Source: an optimization exercise on an open RTL-to-GDS flow (aim: a short achievable clock period and few clock cycles per item). Production flows keep margins and buffers that such runs may drop. Only simulation tests tie the RTL to the original design; equivalence was not proved. The clock port is modelled as an ideal driver, which makes a skipped or thinned clock tree look cheaper than it is; a real chip needs a root buffer or a tree. Power is estimated from default activity; no workload was simulated.

==> inputs of run a <==
Design selective_repeat_receive_window, start of the top module:
module selective_repeat_receive_window (
   input  logic                clock,
   input  logic                reset,
   input  logic                req_valid,
   output logic                req_stall,
   input  logic [srrw_pkg::SEQ_W-1:0]    req_seq_value,
   input  logic [srrw_pkg::HANDLE_W-1:0] req_payload_handle,
   input  logic [srrw_pkg::LEN_W-1:0]    req_payload_len,
   input  logic [srrw_pkg::HEAD_W-1:0]   req_head_bytes,
   output logic                rsp_valid,
   input  logic                rsp_stall,
   output logic [srrw_pkg::KIND_W-1:0]   rsp_kind,
   output logic [srrw_pkg::SEQ_W-1:0]    rsp_ack_seq,
   output logic [srrw_pkg::HANDLE_W-1:0] rsp_out_handle,
   output logic [srrw_pkg::LEN_W-1:0]    rsp_out_len,
   output logic                rsp_last
);
export LEC_CHECK = 0
export ABC_CLOCK_PERIOD_IN_PS = 1200
export CAP_MARGIN = 20
export CORE_MARGIN = 2
export CORE_UTILIZATION = 40
export SETUP_SLACK_MARGIN = 1.25
export SLEW_MARGIN = 20
export TNS_END_PERCENT = 100
create_clock -name core_clock -period 3.0 [get_ports {clock}]
standard.sh (not shown) runs the stock make flow with config.mk's settings and CLKGATE_MAP_FILE= SYNTH_SCRIPT=/design/flow/synth_recipe.tcl, a recipe that flattens the netlist after the stock synthesis.
==> flow/flow/run.sh <==
#!/bin/bash
# Own layout flow: the standard ORFS flow (standard.sh) with two changes.
#  - Ports are buffered with buf_4 cells instead of the smallest buffer in the library.
#  - The clock tree comes from flow/mycts.tcl, sourced before CTS in place of TritonCTS: the
#    clock port drives four root buffers, each root drives the leaf buffers of a quadrant, each
#    leaf buffer drives a cluster of about 20 nearby flip-flops.
# Everything else (synthesis, floorplan, placement, timing repair, routing, finishing) is the
# standard flow. The make output goes to standard.log; each ORFS step keeps its own log under
# orfs/logs.
set -euo pipefail
W=$(pwd)
bash standard.sh finish \
   "PRE_CTS_TCL=$W/flow/mycts.tcl" \
   "BUFFER_PORTS_ARGS=-buffer_cell sky130_fd_sc_hd__buf_4" > "$W/standard.log" 2>&1
Other scripts of this flow, unchanged in this note and not shown: flow/flow/mycts.tcl
==> inputs of run b, as changes to run a <==
--- a/flow/design.v
+++ b/flow/design.v
@@ -100,27 +100,19 @@
    localparam int P = srrw_pkg::PAIR_W;
    localparam int G = 4;                   
    logic                        rel_ff, rel_in;
    logic [S-1:0]                ptr_ff;
    logic [S-1:0]                pend_ff;
-   logic [srrw_pkg::WINDOW-1:0] rk_ff;     
-   logic                        lr_ff;     
-   logic                        lr_next;
+   logic [srrw_pkg::WINDOW-2:0] cnt_ff;    
    logic [4:0]                  c0_ff;
    logic [5:0]                  c1_ff;
    logic [6:0]                  c2_ff;
    logic                        out_v, out_nv;
    logic [srrw_pkg::KIND_W-1:0] out_kind;
    logic [srrw_pkg::SEQ_W-1:0]  out_seq;
    logic [P-1:0]                out_pair;
    logic                        out_last;
-   localparam int W = srrw_pkg::KIND_W + srrw_pkg::SEQ_W + P + 1;
-   logic [W-1:0]                nw, ow, out_w, out_sh;
-   logic [srrw_pkg::KIND_W-1:0] nw_kind;
-   logic [srrw_pkg::SEQ_W-1:0]  nw_seq;
-   logic [P-1:0]                nw_pair;
-   logic                        nw_last;
    logic                        sk_v, sk_fin, sk_last;
    logic [srrw_pkg::SEQ_W-1:0]  sk_seq;
    logic                        hold, hit, dat, adv, last_rel, sk_in, run_end;
    logic [S-1:0]                ptr_r1, ptr_r2;
    logic [P-1:0]                wb_pair;
@@ -135,27 +127,28 @@
    logic [P-1:0]                b_data;
    logic [P-1:0]                pre_ff [4];
    logic [3:0]                  pp_ff;     
    logic [3:0]                  pp_in;
    logic [P-1:0]                pre_sel;
+   logic                        pp_sel;
    assign ptr_r1 = {ptr_ff[S-2:0], ptr_ff[S-1]};
    assign ptr_r2 = {ptr_ff[S-3:0], ptr_ff[S-1:S-2]};
    assign hold     = !out_nv && rsp_stall;
    assign hit      = (blk == {1'b0, c0_ff}) || (blk == c1_ff) || ({1'b0, blk} == c2_ff);
    assign dat      = take && !fin;
    assign adv      = rel_ff && !sk_v && !hold;
    always_comb begin
       pre_sel = '0;
+      pp_sel  = pp_ff[0];
       for (int k = 1; k <= 4; k++) begin
-         pre_sel = pre_sel | (pre_ff[k-1] & {P{rk_ff[k]}});
-      end
-      lr_next = rk_ff[3];
-      for (int k = 0; k < 3; k++) begin
-         lr_next = lr_next | (rk_ff[k] & !pp_ff[k+1]);
+         if (cnt_ff[k-1] && (k == 4 || !cnt_ff[k % 4])) begin
+            pre_sel = pre_ff[k-1];
+            pp_sel  = (k == 4) ? 1'b0 : pp_ff[k % 4];
+         end
       end
    end
-   assign last_rel = lr_ff;
+   assign last_rel = !pp_sel;
    assign run_end  = adv && last_rel;
    assign rel_in   = rel_ff ? !run_end : (dat && hit);
    assign sk_in    = sk_v ? hold : (take && hold);
    always_ff @(posedge clock) begin
       if (reset) begin
@@ -237,12 +230,11 @@
          idx_ff   <= 4'b0001;
          c0_ff    <= 5'd0;
          c1_ff    <= 6'd31;
          c2_ff    <= 7'd62;
          pend_ff  <= '0;
-         rk_ff    <= 5'b00001;
-         lr_ff    <= 1'b1;
+         cnt_ff   <= '0;
       end else begin
          rel_ff   <= rel_in;
          stall_ff <= rel_in || sk_in;
          ready_ff <= !(rel_in || sk_in);
          if (rel_ff) begin
@@ -256,22 +248,20 @@
          end else if (dat && hit) begin
             rp_ff  <= {rp_ff[S-2:0], rp_ff[S-1]};
             idx_ff <= 4'b0010;
          end
          if (adv) begin
-            rk_ff   <= {rk_ff[srrw_pkg::WINDOW-2:0], 1'b0};
-            lr_ff   <= lr_next;
+            cnt_ff  <= {cnt_ff[srrw_pkg::WINDOW-3:0], 1'b1};
             pend_ff <= pend_ff & ~ptr_ff;
             ptr_ff  <= ptr_r1;
             c0_ff   <= (c0_ff == 5'd30) ? 5'd0 : c0_ff + 5'd1;
             c1_ff   <= (c1_ff == 6'd61) ? 6'd31 : c1_ff + 6'd1;
             c2_ff   <= (c2_ff == 7'd92) ? 7'd62 : c2_ff + 7'd1;
          end else begin
             pend_ff <= pend_ff | (wb_we & ~ptr_ff);
-            if (!rel_ff) begin
-               rk_ff <= 5'b00001;
-               lr_ff <= !pp_in[0];
+            if (dat) begin
+               cnt_ff <= '0;
             end
          end
       end
    end
    srrw_queue u_queue (
@@ -294,35 +284,30 @@
       end else if (!hold) begin
          out_v  <= sk_v || rel_ff || take;
          out_nv <= !(sk_v || rel_ff || take);
       end
    end
-   always_comb begin
-      if (sk_v) begin
-         nw_kind = sk_fin ? srrw_pkg::KIND_FIN : srrw_pkg::KIND_ACK;
-         nw_seq  = sk_seq;
-         nw_pair = '0;
-         nw_last = sk_last;
-      end else if (rel_ff) begin
-         nw_kind = srrw_pkg::KIND_REL;
-         nw_seq  = '0;
-         nw_pair = rk_ff[0] ? wb_pair : pre_sel;
-         nw_last = last_rel;
-      end else begin
-         nw_kind = fin ? srrw_pkg::KIND_FIN : srrw_pkg::KIND_ACK;
-         nw_seq  = fin ? {srrw_pkg::SEQ_W{1'b0}} : seq;
-         nw_pair = '0;
-         nw_last = fin || !hit;
-      end
-   end
-   assign nw = {nw_kind, nw_seq, nw_pair, nw_last};
-   assign ow = hold ? ~out_sh : nw;
    always_ff @(posedge clock) begin
-      out_w  <= ow;
-      out_sh <= ~ow;
+      if (!hold) begin
+         if (sk_v) begin
+            out_kind <= sk_fin ? srrw_pkg::KIND_FIN : srrw_pkg::KIND_ACK;
+            out_seq  <= sk_seq;
+            out_pair <= '0;
+            out_last <= sk_last;
+         end else if (rel_ff) begin
+            out_kind <= srrw_pkg::KIND_REL;
+            out_seq  <= '0;
+            out_pair <= cnt_ff[0] ? pre_sel : wb_pair;
+            out_last <= last_rel;
+         end else begin
+            out_kind <= fin ? srrw_pkg::KIND_FIN : srrw_pkg::KIND_ACK;
+            out_seq  <= fin ? {srrw_pkg::SEQ_W{1'b0}} : seq;
+            out_pair <= '0;
+            out_last <= fin || !hit;
+         end
+      end
    end
-   assign {out_kind, out_seq, out_pair, out_last} = out_w;
    assign rsp_valid      = out_v;
    assign rsp_kind       = out_kind;
    assign rsp_ack_seq    = out_seq;
    assign rsp_out_handle = out_pair[P-1 -: srrw_pkg::HANDLE_W];
    assign rsp_out_len    = out_pair[srrw_pkg::LEN_W-1:0];
==> comparison table <==
	run b	run a
Status	timing/DRC/antenna clean	timing/DRC/antenna clean
Net Count, Synth	4300	4369
Standard-cell rows	152	153
Core Util, Final	45.96%	45.73%
Compound-gate portion of the synthesized area	11.44%	11.30%
Slew at the pin closest to its max-slew limit	1140 ps	1003 ps
Wire length of the first global-routing pass	296.2 mm	297.6 mm
Multiplexer area fraction after synthesis	0.9874%	1.469%
Via/cell ratio	6.067	6.051
Layout sequential cell count	1968	2030
Total power draw	45.69 mW	46.88 mW
Effective utilization at floorplan	40.29%	40.29%
Register Area	55620 um2	56170 um2
Antenna Diode Count	1	3
Highest achievable clock rate	510.2 MHz	468.8 MHz
Area of the mapped netlist	69190 um2	70110 um2
Min Tclk post-route	1960 ps	2133 ps
Pwr per Cell Area	578.8 nW/um2	589.2 nW/um2
Placed cell count	6610	6674
Testbench counts of run a, summed over its fixed seeds: cycles 14,337, packets 8,000.
Testbench counts of run b, summed over its fixed seeds: cycles 14,337, packets 8,000.
In every run of this note, the design's own scripts or RTL, not TritonCTS, make the clock network.


==> garnet <==
Another version of the RTL of selective_repeat_receive_window (not shown whole).
export LEC_CHECK = 0
export ABC_CLOCK_PERIOD_IN_PS = 1200
export CAP_MARGIN = 20
export CORE_MARGIN = 2
export CORE_UTILIZATION = 40
export SETUP_SLACK_MARGIN = 1.35
export SLEW_MARGIN = 20
export TNS_END_PERCENT = 100
create_clock -name core_clock -period 3.0 [get_ports {clock}]
==> flow/flow/run.sh <==
#!/bin/bash
# Own layout flow: the standard ORFS flow (standard.sh) with three changes.
#  - Ports are buffered with buf_4 cells instead of the smallest buffer in the library.
#  - The clock tree comes from flow/mycts.tcl, sourced before CTS in place of TritonCTS: the
#    clock port drives four root buffers, each root drives the leaf buffers of a quadrant, each
#    leaf buffer drives a cluster of about 20 nearby flip-flops.
#  - Besides the platform's don't-use cells, the slow 4-input OR/NOR cells and the
#    a2111/o2111 cells are not used, so that synthesis maps wide ORs to faster trees.
# Everything else (synthesis, floorplan, placement, timing repair, routing, finishing) is the
# standard flow. The make output goes to standard.log; each ORFS step keeps its own log under
# orfs/logs.
set -euo pipefail
W=$(pwd)
DU=" sky130_fd_sc_hd__probe_p_8 sky130_fd_sc_hd__probec_p_8 sky130_fd_sc_hd__lpflow_bleeder_1 sky130_fd_sc_hd__lpflow_clkbufkapwr_1 sky130_fd_sc_hd__lpflow_clkbufkapwr_16 sky130_fd_sc_hd__lpflow_clkbufkapwr_2 sky130_fd_sc_hd__lpflow_clkbufkapwr_4 sky130_fd_sc_hd__lpflow_clkbufkapwr_8 sky130_fd_sc_hd__lpflow_clkinvkapwr_1 sky130_fd_sc_hd__lpflow_clkinvkapwr_16 sky130_fd_sc_hd__lpflow_clkinvkapwr_2 sky130_fd_sc_hd__lpflow_clkinvkapwr_4 sky130_fd_sc_hd__lpflow_clkinvkapwr_8 sky130_fd_sc_hd__lpflow_decapkapwr_12 sky130_fd_sc_hd__lpflow_decapkapwr_3 sky130_fd_sc_hd__lpflow_decapkapwr_4 sky130_fd_sc_hd__lpflow_decapkapwr_6 sky130_fd_sc_hd__lpflow_decapkapwr_8 sky130_fd_sc_hd__lpflow_inputiso0n_1 sky130_fd_sc_hd__lpflow_inputiso0p_1 sky130_fd_sc_hd__lpflow_inputiso1n_1 sky130_fd_sc_hd__lpflow_inputiso1p_1 sky130_fd_sc_hd__lpflow_inputisolatch_1 sky130_fd_sc_hd__lpflow_isobufsrc_1 sky130_fd_sc_hd__lpflow_isobufsrc_16 sky130_fd_sc_hd__lpflow_isobufsrc_2 sky130_fd_sc_hd__lpflow_isobufsrc_4 sky130_fd_sc_hd__lpflow_isobufsrc_8 sky130_fd_sc_hd__lpflow_isobufsrckapwr_16 sky130_fd_sc_hd__lpflow_lsbuf_lh_hl_isowell_tap_1 sky130_fd_sc_hd__lpflow_lsbuf_lh_hl_isowell_tap_2 sky130_fd_sc_hd__lpflow_lsbuf_lh_hl_isowell_tap_4 sky130_fd_sc_hd__lpflow_lsbuf_lh_isowell_4 sky130_fd_sc_hd__lpflow_lsbuf_lh_isowell_tap_1 sky130_fd_sc_hd__lpflow_lsbuf_lh_isowell_tap_2 sky130_fd_sc_hd__lpflow_lsbuf_lh_isowell_tap_4 #  sky130_fd_sc_hd__a2111o_1 sky130_fd_sc_hd__a2111o_2 sky130_fd_sc_hd__a2111o_4 sky130_fd_sc_hd__a2111oi_0 sky130_fd_sc_hd__a2111oi_1 sky130_fd_sc_hd__a2111oi_2 sky130_fd_sc_hd__a2111oi_4 sky130_fd_sc_hd__nor4_1 sky130_fd_sc_hd__nor4_2 sky130_fd_sc_hd__nor4_4 sky130_fd_sc_hd__nor4b_1 sky130_fd_sc_hd__nor4b_2 sky130_fd_sc_hd__nor4b_4 sky130_fd_sc_hd__nor4bb_1 sky130_fd_sc_hd__nor4bb_2 sky130_fd_sc_hd__nor4bb_4 sky130_fd_sc_hd__o2111a_1 sky130_fd_sc_hd__o2111a_2 sky130_fd_sc_hd__o2111a_4 sky130_fd_sc_hd__o2111ai_1 sky130_fd_sc_hd__o2111ai_2 sky130_fd_sc_hd__o2111ai_4 sky130_fd_sc_hd__or4_1 sky130_fd_sc_hd__or4_2 sky130_fd_sc_hd__or4_4 sky130_fd_sc_hd__or4b_1 sky130_fd_sc_hd__or4b_2 sky130_fd_sc_hd__or4b_4 sky130_fd_sc_hd__or4bb_1 sky130_fd_sc_hd__or4bb_2 sky130_fd_sc_hd__or4bb_4 "
bash standard.sh finish \
   "PRE_CTS_TCL=$W/flow/mycts.tcl" \
   "BUFFER_PORTS_ARGS=-buffer_cell sky130_fd_sc_hd__buf_4" \
   "DONT_USE_CELLS=$DU" > "$W/standard.log" 2>&1
Other scripts of this flow, unchanged in this note and not shown: flow/flow/mycts.tcl
==> delta: changes against garnet <==
--- a/flow/design.v
+++ b/flow/design.v
@@ -123,21 +123,20 @@
    logic                        nw_last;
    logic                        sk_v, sk_fin, sk_last;
    logic [srrw_pkg::SEQ_W-1:0]  sk_seq;
    logic                        hold, hit, dat, adv, last_rel, sk_in, run_end;
    logic [S-1:0]                ptr_r1, ptr_r2;
    logic [P-1:0]                wb_pair;
    logic [S-1:0]                wb_we;
    logic [S-1:0]                ptr_r3;
-   logic [S-1:0]                rp2_ff;    
-   logic [3:0]                  idx2_ff;   
-   logic [S-1:0]                sel [3];
-   logic [P-1:0]                a_rd [3][G];
-   logic                        a_wr [3];
+   logic [S-1:0]                sel1_ff;   
+   logic [3:0]                  tgt0_ff;   
+   logic [3:0]                  tgt1_ff;   
+   logic [S-1:0]                sel [2];
    logic [3:0]                  tgt [2];
    logic [P-1:0]                a_part [2][G];
    logic [P-1:0]                a_part_ff [2][G];
    logic [3:0]                  a_idx_ff [2];
    logic                        a_byp_ff [2];
    logic [P-1:0]                a_bpair_ff;
    logic [P-1:0]                b_data [2];
    logic [P-1:0]                pre_ff [4];
@@ -186,44 +185,37 @@
             if (wb_we[g]) begin
                st_ff <= wb_pair;
             end
          end
          assign st[g] = st_ff;
       end
    endgenerate
    assign sel[0] = ptr_r1;
-   assign sel[1] = ptr_r2;
-   assign sel[2] = rp2_ff;
-   assign tgt[0] = nrel_ff ? 4'b0001 : 4'b0000;
-   assign tgt[1] = nrel_ff ? 4'b0010 : idx2_ff;
+   assign tgt[0] = tgt0_ff;
+   assign sel[1] = sel1_ff;
+   assign tgt[1] = tgt1_ff;
    always_comb begin
-      for (int r = 0; r < 3; r++) begin
+      for (int r = 0; r < 2; r++) begin
          for (int j = 0; j < G; j++) begin
-            a_rd[r][j] = '0;
+            a_part[r][j] = '0;
             for (int i = 8 * j; i < 8 * j + 8 && i < S; i++) begin
-               a_rd[r][j] = a_rd[r][j] | (st[i] & {P{sel[r][i]}});
+               a_part[r][j] = a_part[r][j] | (st[i] & {P{sel[r][i]}});
             end
          end
-         a_wr[r] = |(wb_we & sel[r]);
-      end
-      for (int j = 0; j < G; j++) begin
-         a_part[0][j] = a_rd[0][j];
-         a_part[1][j] = nrel_ff ? a_rd[1][j] : a_rd[2][j];
       end
    end
    always_ff @(posedge clock) begin
       for (int r = 0; r < 2; r++) begin
          for (int j = 0; j < G; j++) begin
             a_part_ff[r][j] <= a_part[r][j];
          end
          a_idx_ff[r] <= tgt[r];
+         a_byp_ff[r] <= |(wb_we & sel[r]);
       end
-      a_byp_ff[0] <= a_wr[0];
-      a_byp_ff[1] <= nrel_ff ? a_wr[1] : a_wr[2];
       a_bpair_ff <= wb_pair;
    end
    always_comb begin
       for (int r = 0; r < 2; r++) begin
          b_data[r] = '0;
          for (int j = 0; j < G; j++) begin
             b_data[r] = b_data[r] | a_part_ff[r][j];
          end
@@ -259,38 +251,46 @@
          rel_ff   <= 1'b0;
          nrel_ff  <= 1'b1;
          w_nsk_ff <= 1'b1;
          w_rel_ff <= 1'b0;
          advn_ff  <= 1'b1;
          stall_ff <= 1'b0;
          ready_ff <= 1'b1;
          ptr_ff   <= {{(S-1){1'b0}}, 1'b1};
-         rp2_ff   <= {{(S-4){1'b0}}, 4'b1000};
-         idx2_ff  <= 4'b0100;
+         sel1_ff  <= {{(S-3){1'b0}}, 3'b100};
+         tgt0_ff  <= 4'b0001;
+         tgt1_ff  <= 4'b0010;
          c0_ff    <= 5'd0;
          c1_ff    <= 6'd31;
          c2_ff    <= 7'd62;
          pend_ff  <= '0;
          rk_ff    <= 5'b00001;
          lr_ff    <= 1'b1;
       end else begin
          rel_ff   <= rel_in;
          nrel_ff  <= !rel_in;
          w_nsk_ff <= !sk_in;
          w_rel_ff <= rel_in && !sk_in;
          advn_ff  <= !(rel_in && !sk_in);
          stall_ff <= rel_in || sk_in;
          ready_ff <= !(rel_in || sk_in);
-         if (rel_ff) begin
-            rp2_ff  <= {rp2_ff[S-2:0], rp2_ff[S-1]};
-            idx2_ff <= {idx2_ff[2:0], 1'b0};
+         if (rel_in != rel_ff) begin
+            sel1_ff <= ptr_r3;
+         end else if (rel_ff) begin
+            sel1_ff <= {sel1_ff[S-2:0], sel1_ff[S-1]};
+         end else begin
+            sel1_ff <= ptr_r2;
+         end
+         if (rel_in) begin
+            tgt0_ff <= 4'b0000;
+            tgt1_ff <= rel_ff ? {tgt1_ff[2:0], 1'b0} : 4'b0100;
          end else begin
-            rp2_ff  <= ptr_r3;
-            idx2_ff <= 4'b0100;
+            tgt0_ff <= 4'b0001;
+            tgt1_ff <= 4'b0010;
          end
          if (adv) begin
             rk_ff   <= {rk_ff[srrw_pkg::WINDOW-2:0], 1'b0};
             lr_ff   <= lr_next;
             pend_ff <= pend_ff & ~ptr_ff;
             ptr_ff  <= ptr_r1;
             c0_ff   <= (c0_ff == 5'd30) ? 5'd0 : c0_ff + 5'd1;
             c1_ff   <= (c1_ff == 6'd61) ? 6'd31 : c1_ff + 6'd1;
--- a/flow/config.mk
+++ b/flow/config.mk
@@ -4,11 +4,12 @@
 export VERILOG_FILES = /design/flow/design.v
 export SDC_FILE = /design/flow/constraint.sdc
 export NUM_CORES = 4
 export LEC_CHECK = 0
 export ABC_CLOCK_PERIOD_IN_PS = 1200
 export CAP_MARGIN = 20
 export CORE_MARGIN = 2
 export CORE_UTILIZATION = 40
+export PLACE_DENSITY = 0.5
 export SETUP_SLACK_MARGIN = 1.35
 export SLEW_MARGIN = 20
 export TNS_END_PERCENT = 100
==> notes.md <==
Of garnet and delta, garnet has the higher design area (gap 9.2%, measured against delta). Setup slack: garnet is better than delta (0.095 ns). garnet ran to the end with no violations. delta finished clean. In garnet the clock skew is lower than in delta, by 0.037 ns. Between garnet and delta, the lower cell count is in delta (gap about 15%, measured against delta). Clock power is about the same in garnet and delta. Fmax: delta is smaller than garnet (about 5%).
Testbench counts of garnet, summed over its fixed seeds: cycles 14,337, packets 8,000.
Testbench counts of delta, summed over its fixed seeds: cycles 14,337, packets 8,000.
No run of this note takes its clock network from TritonCTS; it comes from the design's own scripts or RTL.

-- static timing again, ports no longer ideal --
The results above use ideal ports. As a check the final layouts listed here were re-extracted and re-timed, cells and wires unchanged.
Step 1 (the two cells are an assumption about what drives the block):
set clk [get_ports {clock}]
set_driving_cell -lib_cell sky130_fd_sc_hd__clkbuf_16 $clk
set_driving_cell -lib_cell sky130_fd_sc_hd__buf_2 [delete_from_list [all_inputs] $clk]
Step 2, shift: input delay + t, output delay - t, t = (earliest + latest rising clock arrival at the registers) / 2. This alone moves slack from input paths to output paths.
Three values: ideal ports, drivers, drivers and shift; two values: the first two.
| run | t (ns) | setup slack, ns | hold WS [ns] | cell pins on the clock port's net |
|---|---|---|---|---|
| run a | 0.789 | 0.867 / 0.867 / 0.416 | 0.154 / 0.008 / 0.352 | 4 |
| run b | 0.774 | 1.040 / 0.963 / 0.503 | 0.174 / 0.025 / 0.361 | 4 |
| garnet | 0.903 | 1.149 / 0.966 / 0.716 | 0.077 / -0.118 / 0.437 | 4 |
| delta | 0.873 | 1.053 / 0.889 / 0.528 | 0.069 / -0.079 / 0.334 | 4 |
After both steps every run listed still meets setup and hold. For run b, which loses most, drivers alone change the setup slack by -0.077 ns; drivers and shift together by -0.537 ns.
